What follows belongs to an exercise in optimizing a design on an open flow for small area, a short achievable clock period and few clock cycles per item; a production flow would make more cautious choices. Power figures rest on the tool's default switching activity, not on a simulated workload.

main:
==> flow/design.v <==
module fft8_top
(
    input  logic              clk,
    input  logic              reset,
    input  logic              sample_valid_i,
    input  logic [23:0]       sample_i,
    output logic              accept_o,
    input  logic              out_ready_i,
    output logic              out_valid_o,
    output logic [31:0]       bin_o,
    output logic              complete_o
);
    localparam int AW = 14;
    localparam logic [32:0] TW_C = 33'd23170;
    localparam logic [32:0] RND  = 33'd32767;
    logic [2:0] r8;
    logic [1:0] r;
    logic [2:0] r8_n;
    assign r    = r8[1:0];
    assign r8_n = r8 + 1'b1;
    always_ff @(posedge clk)
    begin
        if (reset)
            r8 <= 3'd7;
        else
            r8 <= r8_n;
    end
    logic               iv;
    logic [2:0]         in_n;
    logic signed [11:0] ixr;
    logic signed [11:0] ixi;
    logic [2:0]         tcnt;
    logic               take;
    logic               proc;
    logic               clr;
    logic               neg2;
    logic               rf;
    logic               rf_n;
    logic               iv_n;
    logic [2:0]         in_n_n;
    logic               proc_n;
    logic               load;
    logic               hf_n;
    assign accept_o = ~iv | proc;
    assign take     = sample_valid_i & accept_o;
    assign iv_n     = take | (iv & ~proc);
    assign in_n_n   = take ? tcnt : in_n;
    assign proc_n   = iv_n & (in_n_n == r8_n) & ((in_n_n != 3'd0) | ~rf_n | hf_n);
    always_ff @(posedge clk)
    begin
        if (reset)
        begin
            iv   <= 1'b0;
            tcnt <= '0;
            proc <= 1'b0;
            clr  <= 1'b0;
            neg2 <= 1'b0;
        end
        else
        begin
            iv   <= iv_n;
            if (take)
                tcnt <= tcnt + 1'b1;
            proc <= proc_n;
            clr  <= proc_n & (in_n_n[2:1] == 2'd0);
            neg2 <= proc_n & in_n_n[1];
        end
    end
    always_ff @(posedge clk)
    begin
        if (take)
        begin
            in_n <= tcnt;
            ixr  <= sample_i[23:12];
            ixi  <= sample_i[11:0];
        end
    end
    logic signed [AW-1:0] p_re [4];
    logic signed [AW-1:0] p_im [4];
    logic signed [AW-1:0] q_re [4];
    logic signed [AW-1:0] q_im [4];
    logic signed [AW-1:0] s_re [4];
    logic signed [AW-1:0] s_im [4];
    logic signed [AW-1:0] xr;
    logic signed [AW-1:0] xi;
    logic signed [AW-1:0] qb_re [4];
    logic signed [AW-1:0] qb_im [4];
    assign xr = proc ? AW'(ixr) : '0;
    assign xi = proc ? AW'(ixi) : '0;
    always_comb
    begin
        for (int k = 0; k < 4; k++)
        begin
            qb_re[k] = clr ? '0 : q_re[k];
            qb_im[k] = clr ? '0 : q_im[k];
        end
        s_re[0] = xr + qb_re[0];
        s_im[0] = xi + qb_im[0];
        s_re[1] = xr - qb_im[1];
        s_im[1] = xi + qb_re[1];
        s_re[2] = (xr ^ {AW{neg2}}) + qb_re[2] + AW'(neg2);
        s_im[2] = (xi ^ {AW{neg2}}) + qb_im[2] + AW'(neg2);
        s_re[3] = xr + qb_im[3];
        s_im[3] = xi - qb_re[3];
    end
    always_ff @(posedge clk)
    begin
        for (int k = 0; k < 4; k++)
        begin
            p_re[k] <= s_re[k];
            p_im[k] <= s_im[k];
            q_re[k] <= p_re[k];
            q_im[k] <= p_im[k];
        end
    end
    logic signed [AW-1:0] he_re [4];
    logic signed [AW-1:0] he_im [4];
    logic signed [AW-1:0] ho_re [4];
    logic signed [AW-1:0] ho_im [4];
    logic                 hv;
    logic [2:0]           c;
    logic                 sk_v;
    logic                 rdy;
    logic                 iss;
    logic                 hv_n;
    logic [2:0]           c_n;
    logic                 sk_v_n;
    logic [1:0]           k;
    assign rdy    = ~sk_v;
    assign iss    = hv & rdy & (c[1:0] == k);
    assign hv_n   = load | (hv & ~(iss & (c == 3'd7)));
    assign c_n    = load ? 3'd0 : (iss ? c + 1'b1 : c);
    assign hf_n   = ~hv_n | (~sk_v_n & (c_n == 3'd7));
    assign rf_n   = rf ? ~load : (proc & (in_n == 3'd7));
    always_ff @(posedge clk)
    begin
        if (reset)
            load <= 1'b0;
        else
            load <= (r8_n == 3'd0) & rf_n & hf_n;
    end
    always_ff @(posedge clk)
    begin
        for (int i = 0; i < 4; i++)
        begin
            if (load)
            begin
                he_re[i] <= q_re[i];
                he_im[i] <= q_im[i];
                ho_re[i] <= p_re[i];
                ho_im[i] <= p_im[i];
            end
            else
            begin
                he_re[i] <= he_re[(i + 1) % 4];
                he_im[i] <= he_im[(i + 1) % 4];
                ho_re[i] <= ho_re[(i + 1) % 4];
                ho_im[i] <= ho_im[(i + 1) % 4];
            end
        end
    end
    always_ff @(posedge clk)
    begin
        if (reset)
        begin
            hv <= 1'b0;
            c  <= '0;
            rf <= 1'b0;
        end
        else
        begin
            rf <= rf_n;
            hv <= hv_n;
            c  <= c_n;
        end
    end
    logic               h;
    logic signed [15:0] er;
    logic signed [15:0] ei;
    logic signed [15:0] orr;
    logic signed [15:0] oi;
    logic signed [15:0] br;
    logic signed [15:0] bi;
    logic signed [15:0] wr;
    logic signed [15:0] wi;
    logic signed [15:0] oa;
    logic signed [15:0] ob;
    logic signed [15:0] te;
    logic signed [15:0] u;
    logic               sub_u;
    logic               ng;
    logic               sg;
    logic [1:0] kq;
    logic       subq;
    logic       is2q;
    always_ff @(posedge clk)
    begin
        kq   <= r8[1:0];
        subq <= ~(r8[0] ^ r8[1]);
        is2q <= (r8[1:0] == 2'd2);
    end
    assign k   = kq;
    assign h   = c[2];
    assign er  = 16'(he_re[0]);
    assign ei  = 16'(he_im[0]);
    assign orr = 16'(ho_re[0]);
    assign oi  = 16'(ho_im[0]);
    always_comb
    begin
        br = k[1] ? oi : orr;
        bi = k[1] ? orr : oi;
        wr = er + (br ^ {16{h}}) + 16'(h);
        wi = ei + (bi ^ {16{h ^ k[1]}}) + 16'(h ^ k[1]);
        if (k[0])
        begin
            oa = oi;
            ob = orr;
            te = er;
        end
        else
        begin
            oa = 16'(ho_im[1]);
            ob = 16'(ho_re[1]);
            te = 16'(he_im[1]);
        end
        sub_u = subq;
        u     = ob + (oa ^ {16{sub_u}}) + 16'(sub_u);
        ng = sub_u;
        sg = is2q ^ h;
    end
    logic               v1;
    logic               odd1;
    logic signed [15:0] w1r;
    logic signed [15:0] w1i;
    logic signed [15:0] e1;
    logic signed [15:0] u1;
    logic               rho1;
    logic               sg1;
    logic               ng1;
    always_ff @(posedge clk)
    begin
        if (reset)
            v1 <= 1'b0;
        else if (rdy)
            v1 <= iss;
    end
    always_ff @(posedge clk)
    begin
        if (rdy)
        begin
            odd1 <= k[0];
            w1r  <= wr;
            w1i  <= wi;
            e1   <= te ^ {16{ng}};
            u1   <= u ^ {16{sg}};
            rho1 <= h;
            sg1  <= sg;
            ng1  <= ng;
        end
    end
    localparam int TW = 33;
    logic [TW-1:0] kk;
    logic [TW-1:0] op [8];
    logic [TW-1:0] l1 [6];
    logic [TW-1:0] l2 [4];
    logic [TW-1:0] l3 [3];
    logic [TW-1:0] l4 [2];
    logic [15:0]   lo_sum;
    logic          lo_c;
    function automatic void csa(input logic [TW-1:0] a, input logic [TW-1:0] b,
                                input logic [TW-1:0] c, output logic [TW-1:0] s,
                                output logic [TW-1:0] y);
        s = a ^ b ^ c;
        y = ((a & b) | (a & c) | (b & c)) << 1;
    endfunction
    assign kk = (rho1 ? TW'(RND) : '0) + (sg1 ? TW'(TW_C) : '0)
              + (ng1 ? TW'(33'd32768) : '0);
    always_comb
    begin
        op[0] = TW'(e1) << 15;
        op[1] = TW'(u1) << 14;
        op[2] = TW'(u1) << 12;
        op[3] = TW'(u1) << 11;
        op[4] = TW'(u1) << 9;
        op[5] = TW'(u1) << 7;
        op[6] = TW'(u1) << 1;
        op[7] = kk;
        csa(op[0], op[1], op[2], l1[0], l1[1]);
        csa(op[3], op[4], op[5], l1[2], l1[3]);
        l1[4] = op[6];
        l1[5] = op[7];
        csa(l1[0], l1[1], l1[2], l2[0], l2[1]);
        csa(l1[3], l1[4], l1[5], l2[2], l2[3]);
        csa(l2[0], l2[1], l2[2], l3[0], l3[1]);
        l3[2] = l2[3];
        csa(l3[0], l3[1], l3[2], l4[0], l4[1]);
        lo_sum = 16'(l4[0][14:0]) + 16'(l4[1][14:0]);
        lo_c   = lo_sum[15];
    end
    logic        vt;
    logic        oddt;
    logic [15:0] tra;
    logic [15:0] trb;
    logic        trc;
    logic [15:0] wtr;
    logic [15:0] wti;
    always_ff @(posedge clk)
    begin
        if (reset)
            vt <= 1'b0;
        else if (rdy)
            vt <= v1;
    end
    always_ff @(posedge clk)
    begin
        if (rdy)
        begin
            oddt <= odd1;
            tra  <= l4[0][30:15];
            trb  <= l4[1][30:15];
            trc  <= lo_c;
            wtr  <= w1r;
            wti  <= w1i;
        end
    end
    logic [15:0] tx;
    logic [15:0] hold_re;
    assign tx = tra + trb + 16'(trc);
    always_ff @(posedge clk)
    begin
        if (rdy & vt & ~oddt)
            hold_re <= tx;
    end
    logic [31:0] x;
    logic        send;
    logic        fire;
    logic [31:0] sk_d;
    assign x    = oddt ? {hold_re, tx} : {wtr, wti};
    assign send = rdy & vt;
    assign fire = out_valid_o & out_ready_i;
    assign sk_v_n = (~out_valid_o | fire) ? 1'b0 : (sk_v | send);
    always_ff @(posedge clk)
    begin
        if (reset)
        begin
            out_valid_o <= 1'b0;
            sk_v        <= 1'b0;
        end
        else
        begin
            if (~out_valid_o | fire)
                out_valid_o <= sk_v | send;
            sk_v <= sk_v_n;
        end
    end
    always_ff @(posedge clk)
    begin
        if (~out_valid_o | fire)
            bin_o <= sk_v ? sk_d : x;
        if (send & out_valid_o)
            sk_d <= x;
    end
    logic [2:0] ocnt;
    logic [1:0] fcnt;
    logic [1:0] fcnt_n;
    logic       f_in;
    logic       f_out;
    assign f_in   = take & (tcnt == 3'd7);
    assign f_out  = fire & (ocnt == 3'd7);
    assign fcnt_n = fcnt + 2'(f_in) - 2'(f_out);
    always_ff @(posedge clk)
    begin
        if (reset)
        begin
            ocnt       <= '0;
            fcnt       <= '0;
            complete_o <= 1'b0;
        end
        else
        begin
            if (fire)
                ocnt <= ocnt + 1'b1;
            fcnt       <= fcnt_n;
            complete_o <= f_in | fcnt[1] | (fcnt[0] & ~f_out);
        end
    end
endmodule
make LEC_CHECK=0 CAP_MARGIN=20 CORE_MARGIN=2 CORE_UTILIZATION=40 SLEW_MARGIN=20 finish   # period 9.5 ns
run.sh (not shown) runs the stock make flow with config.mk's settings and CLKGATE_MAP_FILE= SYNTH_SCRIPT=/design/flow/synth_recipe.tcl, a recipe that flattens the netlist after the stock synthesis.
Relative to main, the following input files were edited for the feature branch:
--- a/flow/design.v
+++ b/flow/design.v
@@ -39,11 +39,12 @@
     logic               iv_n;
     logic [2:0]         in_n_n;
     logic               proc_n;
     logic               load;
     logic               hf_n;
-    assign accept_o = ~iv | proc;
+    logic               acc_q;
+    assign accept_o = acc_q;
     assign take     = sample_valid_i & accept_o;
     assign iv_n     = take | (iv & ~proc);
     assign in_n_n   = take ? tcnt : in_n;
     assign proc_n   = iv_n & (in_n_n == r8_n) & ((in_n_n != 3'd0) | ~rf_n | hf_n);
     always_ff @(posedge clk)
@@ -51,19 +52,21 @@
         if (reset)
         begin
             iv   <= 1'b0;
             tcnt <= '0;
             proc <= 1'b0;
+            acc_q <= 1'b1;
             clr  <= 1'b0;
             neg2 <= 1'b0;
         end
         else
         begin
             iv   <= iv_n;
             if (take)
                 tcnt <= tcnt + 1'b1;
             proc <= proc_n;
+            acc_q <= ~iv_n | proc_n;
             clr  <= proc_n & (in_n_n[2:1] == 2'd0);
             neg2 <= proc_n & in_n_n[1];
         end
     end
     always_ff @(posedge clk)
@@ -145,12 +148,12 @@
         begin
             if (load)
             begin
                 he_re[i] <= q_re[i];
                 he_im[i] <= q_im[i];
-                ho_re[i] <= p_re[i];
-                ho_im[i] <= p_im[i];
+                ho_re[i] <= (i == 2) ? p_im[i] : p_re[i];
+                ho_im[i] <= (i == 2) ? p_re[i] : p_im[i];
             end
             else
             begin
                 he_re[i] <= he_re[(i + 1) % 4];
                 he_im[i] <= he_im[(i + 1) % 4];
@@ -177,12 +180,10 @@
     logic               h;
     logic signed [15:0] er;
     logic signed [15:0] ei;
     logic signed [15:0] orr;
     logic signed [15:0] oi;
-    logic signed [15:0] br;
-    logic signed [15:0] bi;
     logic signed [15:0] wr;
     logic signed [15:0] wi;
     logic signed [15:0] oa;
     logic signed [15:0] ob;
     logic signed [15:0] te;
@@ -205,14 +206,12 @@
     assign ei  = 16'(he_im[0]);
     assign orr = 16'(ho_re[0]);
     assign oi  = 16'(ho_im[0]);
     always_comb
     begin
-        br = k[1] ? oi : orr;
-        bi = k[1] ? orr : oi;
-        wr = er + (br ^ {16{h}}) + 16'(h);
-        wi = ei + (bi ^ {16{h ^ k[1]}}) + 16'(h ^ k[1]);
+        wr = er + (orr ^ {16{h}}) + 16'(h);
+        wi = ei + (oi ^ {16{h ^ k[1]}}) + 16'(h ^ k[1]);
         if (k[0])
         begin
             oa = oi;
             ob = orr;
             te = er;
@@ -256,11 +255,11 @@
             rho1 <= h;
             sg1  <= sg;
             ng1  <= ng;
         end
     end
-    localparam int TW = 33;
+    localparam int TW = 31;
     logic [TW-1:0] kk;
     logic [TW-1:0] op [8];
     logic [TW-1:0] l1 [6];
     logic [TW-1:0] l2 [4];
     logic [TW-1:0] l3 [3];
@@ -271,21 +270,28 @@
                                 input logic [TW-1:0] c, output logic [TW-1:0] s,
                                 output logic [TW-1:0] y);
         s = a ^ b ^ c;
         y = ((a & b) | (a & c) | (b & c)) << 1;
     endfunction
+    localparam logic [TW-1:0] SX = TW'((64'd1 << 30) + (64'd1 << 29) + (64'd1 << 27)
+                                     + (64'd1 << 26) + (64'd1 << 24) + (64'd1 << 22)
+                                     + (64'd1 << 16));
+    logic [15:0] ue;
+    logic [15:0] ee;
     assign kk = (rho1 ? TW'(RND) : '0) + (sg1 ? TW'(TW_C) : '0)
-              + (ng1 ? TW'(33'd32768) : '0);
+              + (ng1 ? TW'(33'd32768) : '0) - SX;
+    assign ue = {~u1[15], u1[14:0]};
+    assign ee = {~e1[15], e1[14:0]};
     always_comb
     begin
-        op[0] = TW'(e1) << 15;
-        op[1] = TW'(u1) << 14;
-        op[2] = TW'(u1) << 12;
-        op[3] = TW'(u1) << 11;
-        op[4] = TW'(u1) << 9;
-        op[5] = TW'(u1) << 7;
-        op[6] = TW'(u1) << 1;
+        op[0] = TW'(ee) << 15;
+        op[1] = TW'(ue) << 14;
+        op[2] = TW'(ue) << 12;
+        op[3] = TW'(ue) << 11;
+        op[4] = TW'(ue) << 9;
+        op[5] = TW'(ue) << 7;
+        op[6] = TW'(ue) << 1;
         op[7] = kk;
         csa(op[0], op[1], op[2], l1[0], l1[1]);
         csa(op[3], op[4], op[5], l1[2], l1[3]);
         l1[4] = op[6];
         l1[5] = op[7];
Findings:
The feature branch against main: floorplan row count has decreased; final critical-path setup slack has increased; final number of setup-violating endpoints has remained practically unchanged; average instance area after synthesis has increased. Between main and the feature branch, the cell count went down. On pin count of the biggest net entering global routing: between main and the feature branch, it ends up lower for main. Final area shrinks slightly when moving from main to the feature branch. Die size: the feature branch is under main. Diff main -> the feature branch: maximum clock rate +about 1.7%; final core utilization flat; data arrival time of the critical path picked up an extra 0.09 ns; via count of the first global-routing pass -210. In the feature branch, combinational fraction of design power is lower than in main.
Function was not checked in any run of this note: the RTL went through the layout flow alone.

-- what the ideal ports hide --
In the flow no input, the clock included, has a driving cell. The finished layouts below were timed again as built, in two steps. Step 1: set_driving_cell puts a clkbuf_16 on clk and a buf_2 on each other input, an assumption about the parent block. Step 2 times the ports against the registers' clock, not the clock port: input delays grow and output delays shrink by t, the midpoint of the rising clock arrivals with the driver on. Slacks: ideal ports / drivers / drivers and shift; pairs: ideal ports / drivers.
| run | t, ns | slack for setup (ns) | cell pins on the clock port's net |
|---|---|---|---|
| main | 0.680 | 5.379 / 5.379 / 5.245 | 1 |
| the feature branch | 0.667 | 5.449 / 5.480 / 4.813 | 1 |
After both steps setup and hold are still met in every run listed. The setup slack of the feature branch, which loses most, moves by +0.031 ns with the drivers and by -0.636 ns with both steps.
